This design comes from an exercise in tuning for a short achievable clock period and few clock cycles on the open sky130 flow, not from production work.
Only simulation tests tie the RTL to the original design; equivalence was not proved.

==> delta: inputs <==
==> flow/design.v (excerpt) <==
module cpu_top #(
  parameter logic [31:0] RESET_PC = 32'h0000_0000
) (
  input  logic        clk,
  input  logic        rst_n,
  output logic [31:0] i_mem_addr,
  input  logic [31:0] i_mem_rdata,
  output logic [31:0] d_mem_addr,
  output logic [31:0] d_mem_wdata,
  output logic [3:0]  d_mem_wen,
  input  logic [31:0] d_mem_rdata
);
Settings: LEC_CHECK=0, CAP_MARGIN=20, CORE_MARGIN=2, CORE_UTILIZATION=30, PLACE_DENSITY=0.45, SETUP_SLACK_MARGIN=5, SLEW_MARGIN=20; clock period 11.0 ns.
run.sh (not shown) runs the stock make flow with config.mk's settings and CLKGATE_MAP_FILE= SYNTH_SCRIPT=/design/flow/synth_recipe.tcl, a recipe that flattens the netlist after the stock synthesis.
==> inputs of lagoon, as changes to delta <==
--- a/flow/design.v
+++ b/flow/design.v
@@ -152,13 +152,13 @@
     cs_c = {cs_k[30:1], a[0] & x_imm_q[0]};
     jalr_ok = &(cs_s ^ cs_c);
   end
   assign x_tgt_b  = x_pc_q + x_imm_q;
   assign taken    = x_jal_q | x_jalr_q | (x_branch_q & cond);
   assign redirect = x_valid_q && (x_pred_q ? (!taken || (x_jalr_q && !jalr_ok)) : taken);
-  assign redirect_pc = !taken ? x_link_q : (x_jalr_q ? {sum[31:1], 1'b0} : x_tgt_b);
+  assign redirect_pc = x_jalr_q ? {sum[31:1], 1'b0} : (x_pred_q ? x_link_q : x_tgt_b);
   logic [3:0]  st_wen;
   logic [31:0] st_data;
   always_comb begin
     case (x_f3_q[1:0])
       2'b00: begin
         st_wen  = 4'b0001 << sum[1:0];
@@ -277,24 +277,40 @@
     if (!rst_n) begin
       for (int i = 0; i < 32; i++) regs_q[i] <= 32'd0;
     end else if (m_wb_q) begin
       regs_q[m_rd_q] <= wb_data;
     end
   end
-  logic [BTB_BITS-1:0] u_idx;
-  assign u_idx = x_pc_q[BTB_BITS+1:2];
+  logic                u_set_q, u_clr_q;
+  logic [BTB_BITS-1:0] u_idx_q;
+  logic [TAG_W-1:0]    u_tag_q;
+  logic [31:1]         u_tgt_q;
+  always_ff @(posedge clk or negedge rst_n) begin
+    if (!rst_n) begin
+      u_set_q <= 1'b0;
+      u_clr_q <= 1'b0;
+    end else begin
+      u_set_q <= x_valid_q && taken;
+      u_clr_q <= x_valid_q && x_pred_q && !taken;
+    end
+  end
+  always_ff @(posedge clk) begin
+    u_idx_q <= x_pc_q[BTB_BITS+1:2];
+    u_tag_q <= {x_pc_q[31:BTB_BITS+2], x_pc_q[1]};
+    u_tgt_q <= x_jalr_q ? sum[31:1] : x_tgt_b[31:1];
+  end
   always_ff @(posedge clk or negedge rst_n) begin
     if (!rst_n) begin
       for (int i = 0; i < BTB_N; i++) btb_v_q[i] <= 1'b0;
-    end else if (x_valid_q && taken) begin
-      btb_v_q[u_idx] <= 1'b1;
-    end else if (x_valid_q && x_pred_q) begin
-      btb_v_q[u_idx] <= 1'b0;
+    end else if (u_set_q) begin
+      btb_v_q[u_idx_q] <= 1'b1;
+    end else if (u_clr_q) begin
+      btb_v_q[u_idx_q] <= 1'b0;
     end
   end
   always_ff @(posedge clk) begin
-    if (x_valid_q && taken) begin
-      btb_tag_q[u_idx] <= {x_pc_q[31:BTB_BITS+2], x_pc_q[1]};
-      btb_tgt_q[u_idx] <= redirect_pc[31:1];
+    if (u_set_q) begin
+      btb_tag_q[u_idx_q] <= u_tag_q;
+      btb_tgt_q[u_idx_q] <= u_tgt_q;
     end
   end
 endmodule
==> flow/flow/run.sh (new file) <==
#!/bin/bash
# Standard synthesis, then the standard layout with a larger setup-repair margin so that the
# resizer keeps working on paths well below the design's clock period. Each step logs to its own file.
set -euo pipefail
MARGIN=${MARGIN:-6.5}
bash standard.sh synth > synth.log 2>&1
bash standard.sh SETUP_SLACK_MARGIN=$MARGIN REMOVE_ABC_BUFFERS=1 floorplan > floorplan.log 2>&1
bash standard.sh SETUP_SLACK_MARGIN=$MARGIN place > place.log 2>&1
bash standard.sh SETUP_SLACK_MARGIN=$MARGIN cts > cts.log 2>&1
bash standard.sh SETUP_SLACK_MARGIN=$MARGIN route > route.log 2>&1
bash standard.sh SETUP_SLACK_MARGIN=$MARGIN finish > finish.log 2>&1
==> flow/standard.sh (new file) <==
#!/bin/bash
# synth_recipe.tcl (not shown) runs the flow's synth.tcl, then flattens the netlist and writes it again
# the make line also repeats each setting of config.mk as NAME=value (left out here)
make -C /OpenROAD-flow-scripts/flow DESIGN_CONFIG=/design/flow/config.mk WORK_HOME=/design/flow/orfs CLKGATE_MAP_FILE= SYNTH_SCRIPT=/design/flow/synth_recipe.tcl "${@:-finish}"
Settings changed: SETUP_SLACK_MARGIN 5 to default.
removed: flow/run.sh
==> inputs of garnet, as changes to delta <==
--- a/flow/design.v
+++ b/flow/design.v
@@ -16,15 +16,15 @@
   localparam logic [6:0]  OPC_JALR   = 7'b1100111;
   localparam logic [6:0]  OPC_BRANCH = 7'b1100011;
   localparam logic [6:0]  OPC_LOAD   = 7'b0000011;
   localparam logic [6:0]  OPC_STORE  = 7'b0100011;
   localparam logic [6:0]  OPC_OPIMM  = 7'b0010011;
   localparam logic [6:0]  OPC_OP     = 7'b0110011;
-  localparam int BTB_BITS = 4;
+  localparam int BTB_BITS = 3;
   localparam int BTB_N    = 1 << BTB_BITS;
-  localparam int TAG_W    = 32 - BTB_BITS - 2 + 1;    
+  localparam int TAG_W    = 14 - BTB_BITS - 2 + 1;    
   logic [31:0] pc_q;
   logic [31:0] regs_q [32];
   logic             btb_v_q   [BTB_N];
   logic [TAG_W-1:0] btb_tag_q [BTB_N];
   logic [31:1]      btb_tgt_q [BTB_N];
   logic        x_valid_q;
@@ -35,14 +35,18 @@
   logic [2:0]  x_f3_q;
   logic        x_sub_q, x_sra_q;
   logic        x_r_add_q, x_r_sll_q, x_r_slt_q, x_r_sltu_q, x_r_xor_q, x_r_srl_q, x_r_or_q, x_r_and_q;
   logic        x_a_m_q, x_a_w_q, x_a_rv_q, x_a_pc_q;    
   logic        x_b_m_q, x_b_w_q, x_b_rv_q, x_b_imm_q;   
   logic        x_s_m_q, x_s_w_q;                        
+  logic        x_bhit_q;                                
+  logic        x_nobtb_q;                               
+  logic        x_ldep_q;                                
   logic        x_pred_q;
   logic [31:1] x_ptgt_q;
+  logic [31:1] ras_q;
   logic [31:0] m_res_q, m_addr_q, m_wdata_q;
   logic [3:0]  m_wen_q;
   logic [4:0]  m_rd_q;
   logic        m_wb_q, m_load_q;
   logic [2:0]  m_f3_q;
   logic [1:0]  m_lane_q;
@@ -87,28 +91,52 @@
     else if (d_lui | d_auipc) d_imm = imm_u;
     else                    d_imm = imm_i;
   end
   logic [31:0] d_rv1, d_rv2;
   assign d_rv1 = (rs1 == 5'd0) ? 32'd0 : regs_q[rs1];
   assign d_rv2 = (rs2 == 5'd0) ? 32'd0 : regs_q[rs2];
-  logic hit1_x, hit2_x, hit1_m, hit2_m, stall;
+  logic hit1_x, hit2_x, hit1_m, hit2_m, d_ldep;
   assign hit1_x = x_valid_q && x_wb_q && (x_rd_q == rs1);
   assign hit2_x = x_valid_q && x_wb_q && (x_rd_q == rs2);
   assign hit1_m = m_wb_q && (m_rd_q == rs1);
   assign hit2_m = m_wb_q && (m_rd_q == rs2);
-  assign stall  = x_load_q && ((d_use1 && hit1_x) || (d_use2 && hit2_x));
-  logic [BTB_BITS-1:0] f_idx;
+  assign d_ldep = x_load_q && ((d_use1 && hit1_x) || (d_use2 && hit2_x));
   logic [TAG_W-1:0]    f_tag;
+  logic [BTB_N-1:0]    f_way;
   logic                f_hit;
   logic [31:1]         f_tgt;
   logic [31:0]         pc_plus4;
-  assign f_idx    = pc_q[BTB_BITS+1:2];
-  assign f_tag    = {pc_q[31:BTB_BITS+2], pc_q[1]};
-  assign f_hit    = btb_v_q[f_idx] && (btb_tag_q[f_idx] == f_tag);
-  assign f_tgt    = btb_tgt_q[f_idx];
+  assign f_tag    = {pc_q[13:BTB_BITS+2], pc_q[1]};
+  always_comb begin
+    f_tgt = '0;
+    for (int i = 0; i < BTB_N; i++) begin
+      f_way[i] = btb_v_q[i] && (pc_q[BTB_BITS+1:2] == i[BTB_BITS-1:0]) && (btb_tag_q[i] == f_tag);
+      f_tgt    = f_tgt | ({31{f_way[i]}} & btb_tgt_q[i]);
+    end
+  end
+  assign f_hit    = |f_way;
   assign pc_plus4 = pc_q + 32'd4;
+  logic        d_ret, d_static, d_pred;
+  logic [31:0] st_tgt, pred_pc;
+  logic [13:0] st_j, st_b;
+  assign d_ret    = d_jalr && (rs1 == 5'd1);
+  assign d_static = d_jal || (d_branch && ins[31]);
+  assign st_j     = pc_q[13:0] + imm_j[13:0];
+  assign st_b     = pc_q[13:0] + imm_b[13:0];
+  assign d_pred   = d_ret || f_hit || d_static;
+  logic sel_ret, sel_hit, sel_j, sel_b, sel_p4;
+  assign sel_ret = d_ret;
+  assign sel_hit = f_hit && !d_ret;
+  assign sel_j   = d_jal && !f_hit;
+  assign sel_b   = d_static && !d_jal && !f_hit;
+  assign sel_p4  = !d_pred;
+  assign st_tgt  = {pc_q[31:14], ({14{sel_j}} & st_j) | ({14{sel_b}} & st_b)};
+  assign pred_pc = ({32{sel_ret}} & {ras_q, 1'b0}) |
+                   ({32{sel_hit}} & {f_tgt, 1'b0}) |
+                   ({32{sel_j | sel_b}} & st_tgt) |
+                   ({32{sel_p4}} & pc_plus4);
   logic [31:0] a, b, sdata, sum, sh_l, sh_r, alu, x_tgt_b;
   logic        lt, ltu, eq, cond, taken, jalr_ok, redirect;
   logic [31:0] redirect_pc;
   always_comb begin
     a     = ({32{x_a_m_q}} & m_res_q) | ({32{x_a_w_q}} & w_res_q) |
             ({32{x_a_rv_q}} & x_rv1_q) | ({32{x_a_pc_q}} & x_pc_q);
@@ -149,16 +177,30 @@
   always_comb begin
     cs_s = a[31:1] ^ x_imm_q[31:1] ^ ~x_ptgt_q[31:1];
     cs_k = (a[31:1] & x_imm_q[31:1]) | (a[31:1] & ~x_ptgt_q[31:1]) | (x_imm_q[31:1] & ~x_ptgt_q[31:1]);
     cs_c = {cs_k[30:1], a[0] & x_imm_q[0]};
     jalr_ok = &(cs_s ^ cs_c);
   end
+  logic [31:1] cb_s, cb_c, cb_k;
+  logic        br_ok, tgt_ok;
+  always_comb begin
+    cb_s  = x_pc_q[31:1] ^ x_imm_q[31:1] ^ ~x_ptgt_q[31:1];
+    cb_k  = (x_pc_q[31:1] & x_imm_q[31:1]) | (x_pc_q[31:1] & ~x_ptgt_q[31:1]) |
+            (x_imm_q[31:1] & ~x_ptgt_q[31:1]);
+    cb_c  = {cb_k[30:1], x_pc_q[0] & x_imm_q[0]};
+    br_ok = &(cb_s ^ cb_c);
+  end
+  assign tgt_ok = x_jalr_q ? jalr_ok : br_ok;
+  logic x_go;
+  assign x_go     = x_valid_q && !x_ldep_q;
   assign x_tgt_b  = x_pc_q + x_imm_q;
   assign taken    = x_jal_q | x_jalr_q | (x_branch_q & cond);
-  assign redirect = x_valid_q && (x_pred_q ? (!taken || (x_jalr_q && !jalr_ok)) : taken);
-  assign redirect_pc = !taken ? x_link_q : (x_jalr_q ? {sum[31:1], 1'b0} : x_tgt_b);
+  assign redirect = x_valid_q && (x_ldep_q || (x_pred_q ? (!taken || !tgt_ok) : taken));
+  assign redirect_pc = x_ldep_q ? x_pc_q :
+                       x_jalr_q ? {sum[31:1], 1'b0} :
+                       ((x_jal_q || (x_branch_q && cond)) ? x_tgt_b : x_link_q);
   logic [3:0]  st_wen;
   logic [31:0] st_data;
   always_comb begin
     case (x_f3_q[1:0])
       2'b00: begin
         st_wen  = 4'b0001 << sum[1:0];
@@ -199,21 +241,21 @@
   assign d_mem_wen   = m_wen_q;
   always_ff @(posedge clk or negedge rst_n) begin
     if (!rst_n) begin
       pc_q <= RESET_PC;
     end else if (redirect) begin
       pc_q <= redirect_pc;
-    end else if (!stall) begin
-      pc_q <= f_hit ? {f_tgt, 1'b0} : pc_plus4;
+    end else begin
+      pc_q <= pred_pc;
     end
   end
   always_ff @(posedge clk or negedge rst_n) begin
     if (!rst_n) begin
       x_valid_q <= 1'b0;
     end else begin
-      x_valid_q <= !redirect && !stall;
+      x_valid_q <= !redirect;
     end
   end
   always_ff @(posedge clk) begin
     x_pc_q     <= pc_q;
     x_link_q   <= pc_plus4;
     x_imm_q    <= d_imm;
@@ -245,56 +287,82 @@
     x_b_m_q    <= (d_op | d_branch) && rs2 != 5'd0 && hit2_x;
     x_b_w_q    <= (d_op | d_branch) && rs2 != 5'd0 && !hit2_x && hit2_m;
     x_b_rv_q   <= (d_op | d_branch) && !hit2_x && !hit2_m;
     x_b_imm_q  <= !(d_op | d_branch);
     x_s_m_q    <= rs2 != 5'd0 && hit2_x;
     x_s_w_q    <= rs2 != 5'd0 && !hit2_x && hit2_m;
-    x_pred_q   <= f_hit;
-    x_ptgt_q   <= f_tgt;
+    x_ldep_q   <= d_ldep;
+    x_pred_q   <= d_pred;
+    x_bhit_q   <= f_hit && !d_ret;
+    x_nobtb_q  <= d_ret || d_static;
+    x_ptgt_q   <= pred_pc[31:1];
   end
   always_ff @(posedge clk or negedge rst_n) begin
     if (!rst_n) begin
       m_wen_q  <= 4'b0000;
       m_wb_q   <= 1'b0;
       m_load_q <= 1'b0;
     end else begin
-      m_wen_q  <= (x_valid_q && x_store_q) ? st_wen : 4'b0000;
-      m_wb_q   <= x_valid_q && x_wb_q;
-      m_load_q <= x_valid_q && x_load_q;
+      m_wen_q  <= (x_go && x_store_q) ? st_wen : 4'b0000;
+      m_wb_q   <= x_go && x_wb_q;
+      m_load_q <= x_go && x_load_q;
     end
   end
   always_ff @(posedge clk) begin
     m_res_q   <= alu;
     m_addr_q  <= sum;
     m_wdata_q <= st_data;
     m_rd_q    <= x_rd_q;
     m_f3_q    <= x_f3_q;
     m_lane_q  <= sum[1:0];
   end
+  always_ff @(posedge clk or negedge rst_n) begin
+    if (!rst_n) begin
+      ras_q <= '0;
+    end else if (x_go && x_link_sel_q && x_rd_q == 5'd1) begin
+      ras_q <= x_link_q[31:1];
+    end
+  end
   always_ff @(posedge clk) begin
     w_res_q <= wb_data;
   end
   always_ff @(posedge clk or negedge rst_n) begin
     if (!rst_n) begin
       for (int i = 0; i < 32; i++) regs_q[i] <= 32'd0;
     end else if (m_wb_q) begin
       regs_q[m_rd_q] <= wb_data;
     end
   end
-  logic [BTB_BITS-1:0] u_idx;
-  assign u_idx = x_pc_q[BTB_BITS+1:2];
+  logic                u_set_q, u_clr_q;
+  logic [BTB_BITS-1:0] u_idx_q;
+  logic [TAG_W-1:0]    u_tag_q;
+  logic [31:1]         u_tgt_q;
+  always_ff @(posedge clk or negedge rst_n) begin
+    if (!rst_n) begin
+      u_set_q <= 1'b0;
+      u_clr_q <= 1'b0;
+    end else begin
+      u_set_q <= x_go && taken && !x_nobtb_q;
+      u_clr_q <= x_go && x_bhit_q && !taken;
+    end
+  end
+  always_ff @(posedge clk) begin
+    u_idx_q <= x_pc_q[BTB_BITS+1:2];
+    u_tag_q <= {x_pc_q[13:BTB_BITS+2], x_pc_q[1]};
+    u_tgt_q <= x_jalr_q ? sum[31:1] : x_tgt_b[31:1];
+  end
   always_ff @(posedge clk or negedge rst_n) begin
     if (!rst_n) begin
       for (int i = 0; i < BTB_N; i++) btb_v_q[i] <= 1'b0;
-    end else if (x_valid_q && taken) begin
-      btb_v_q[u_idx] <= 1'b1;
-    end else if (x_valid_q && x_pred_q) begin
-      btb_v_q[u_idx] <= 1'b0;
+    end else if (u_set_q) begin
+      btb_v_q[u_idx_q] <= 1'b1;
+    end else if (u_clr_q) begin
+      btb_v_q[u_idx_q] <= 1'b0;
     end
   end
   always_ff @(posedge clk) begin
-    if (x_valid_q && taken) begin
-      btb_tag_q[u_idx] <= {x_pc_q[31:BTB_BITS+2], x_pc_q[1]};
-      btb_tgt_q[u_idx] <= redirect_pc[31:1];
+    if (u_set_q) begin
+      btb_tag_q[u_idx_q] <= u_tag_q;
+      btb_tgt_q[u_idx_q] <= u_tgt_q;
     end
   end
 endmodule
==> flow/flow/run.sh (new file) <==
#!/bin/bash
# Standard synthesis, then the standard layout with a larger setup-repair margin so that the
# resizer keeps working on paths well below the design's clock period. Each step logs to its own file.
# Port buffers are plain buf_4 cells (the default pick is a slow delay buffer).
set -euo pipefail
MARGIN=${MARGIN:-7.2}
bash standard.sh synth > synth.log 2>&1
bash standard.sh SETUP_SLACK_MARGIN=$MARGIN REMOVE_ABC_BUFFERS=1 floorplan > floorplan.log 2>&1
bash standard.sh SETUP_SLACK_MARGIN=$MARGIN "BUFFER_PORTS_ARGS=-buffer_cell sky130_fd_sc_hd__buf_4" place > place.log 2>&1
bash standard.sh SETUP_SLACK_MARGIN=$MARGIN cts > cts.log 2>&1
bash standard.sh SETUP_SLACK_MARGIN=$MARGIN route > route.log 2>&1
bash standard.sh SETUP_SLACK_MARGIN=$MARGIN finish > finish.log 2>&1
==> flow/standard.sh (new file) <==
#!/bin/bash
# synth_recipe.tcl (not shown) runs the flow's synth.tcl, then flattens the netlist and writes it again
# the make line also repeats each setting of config.mk as NAME=value (left out here)
make -C /OpenROAD-flow-scripts/flow DESIGN_CONFIG=/design/flow/config.mk WORK_HOME=/design/flow/orfs CLKGATE_MAP_FILE= SYNTH_SCRIPT=/design/flow/synth_recipe.tcl "${@:-finish}"
Settings changed: SETUP_SLACK_MARGIN 5 to default.
removed: flow/run.sh
==> summary.md <==
| Metric | Value |
|---|---|
| Status | `complete, no violations` |
| Cell Chain, Critical Path | `buf_12 > a22o_1 > a221o_2 > buf_6 > buf_6 > buf_6 > inv_4 > ha_4 > inv_2 > ha_4 > nor4b_4 > a211oi_4 > nor4_4 > buf_6 > nor3_4 > buf_4 > nor2_2 > xnor2_1 > a221o_1` |
| Worst hold start | `x_nobtb_q` |
| Top cell type by total area after synthesis | `dfrtp_1` |
| RePlAce Congestion | `~1` |
| Reg2reg end | `m_res_q[0]` |
| CP Launch Point | `x_a_rv_q` |
| Nonclk inv count | `235` |
The numbers above come from garnet.

==> summary.md <==
| Metric | Value |
|---|---|
| Status | `complete, no violations` |
| RePlAce Congestion | `slightly above 1` |
| Worst hold start | `x_rd_q[3]` |
| Yosys top cell area share | `0.2576` |
| Reg2reg end | `pc_q[21]` |
| Nonclk inv count | `roughly 220` |
| Cell Chain, Critical Path | `clkdlybuf4s50_1 > nand2b_1 > nor2_4 > buf_4 > a22oi_1 > nand4_1 > nor3_1 > a21oi_1` |
| Top cell type by total area after synthesis | `edfxtp_1` |
| Net Sw Frac | `0.3419` |
The numbers above come from delta.

==> summary.md <==
| Metric | Value |
|---|---|
| Top cell type by total area after synthesis | `edfxtp_1` |
| RePlAce Congestion | `~0.97` |
| CP Launch Point | `i_mem_rdata[20]` |
| Reg2reg end | `m_res_q[22]` |
| Nonclk inv count | `203` |
| Status | `complete, no violations` |
| Worst hold start | `x_rd_q[3]` |
The numbers above come from lagoon.

Testbench counts of delta, summed over its fixed seeds: cycles 98,073.
Testbench counts of lagoon, summed over its fixed seeds: cycles 98,035.
Testbench counts of garnet, summed over its fixed seeds: cycles 95,019.

## what the ideal ports hide
The flow's constraints put no driver on any port. The routed layouts listed below were extracted and timed again, unchanged, in two steps.
Step 1, drivers: a clkbuf_16 drives clk and a buf_2 each remaining input, both assumed.
Step 2 moves the port delays by t, midway between the first and last clock arrival at a register: inputs arrive t later, outputs are due t later. That takes back most of the time a late clock gives input paths.
Slacks: no drivers / after step 1 / after step 2; pairs: no drivers / after step 1.
run	t (ns)	setup WS [ns]	hold slack, ns	clock arrival spread, ns
delta	0.983	4.672 / 4.742 / 3.759	0.400 / 0.400 / 0.400	0.116 / 0.116
lagoon	1.038	6.307 / 6.376 / 5.337	0.396 / 0.396 / 0.396	0.076 / 0.077
garnet	1.002	6.434 / 6.434 / 5.925	0.437 / 0.437 / 0.437	0.103 / 0.103
After both steps every run listed still meets setup and hold. The setup slack of lagoon, which loses most, moves by +0.069 ns with the drivers and by -0.970 ns with both steps.
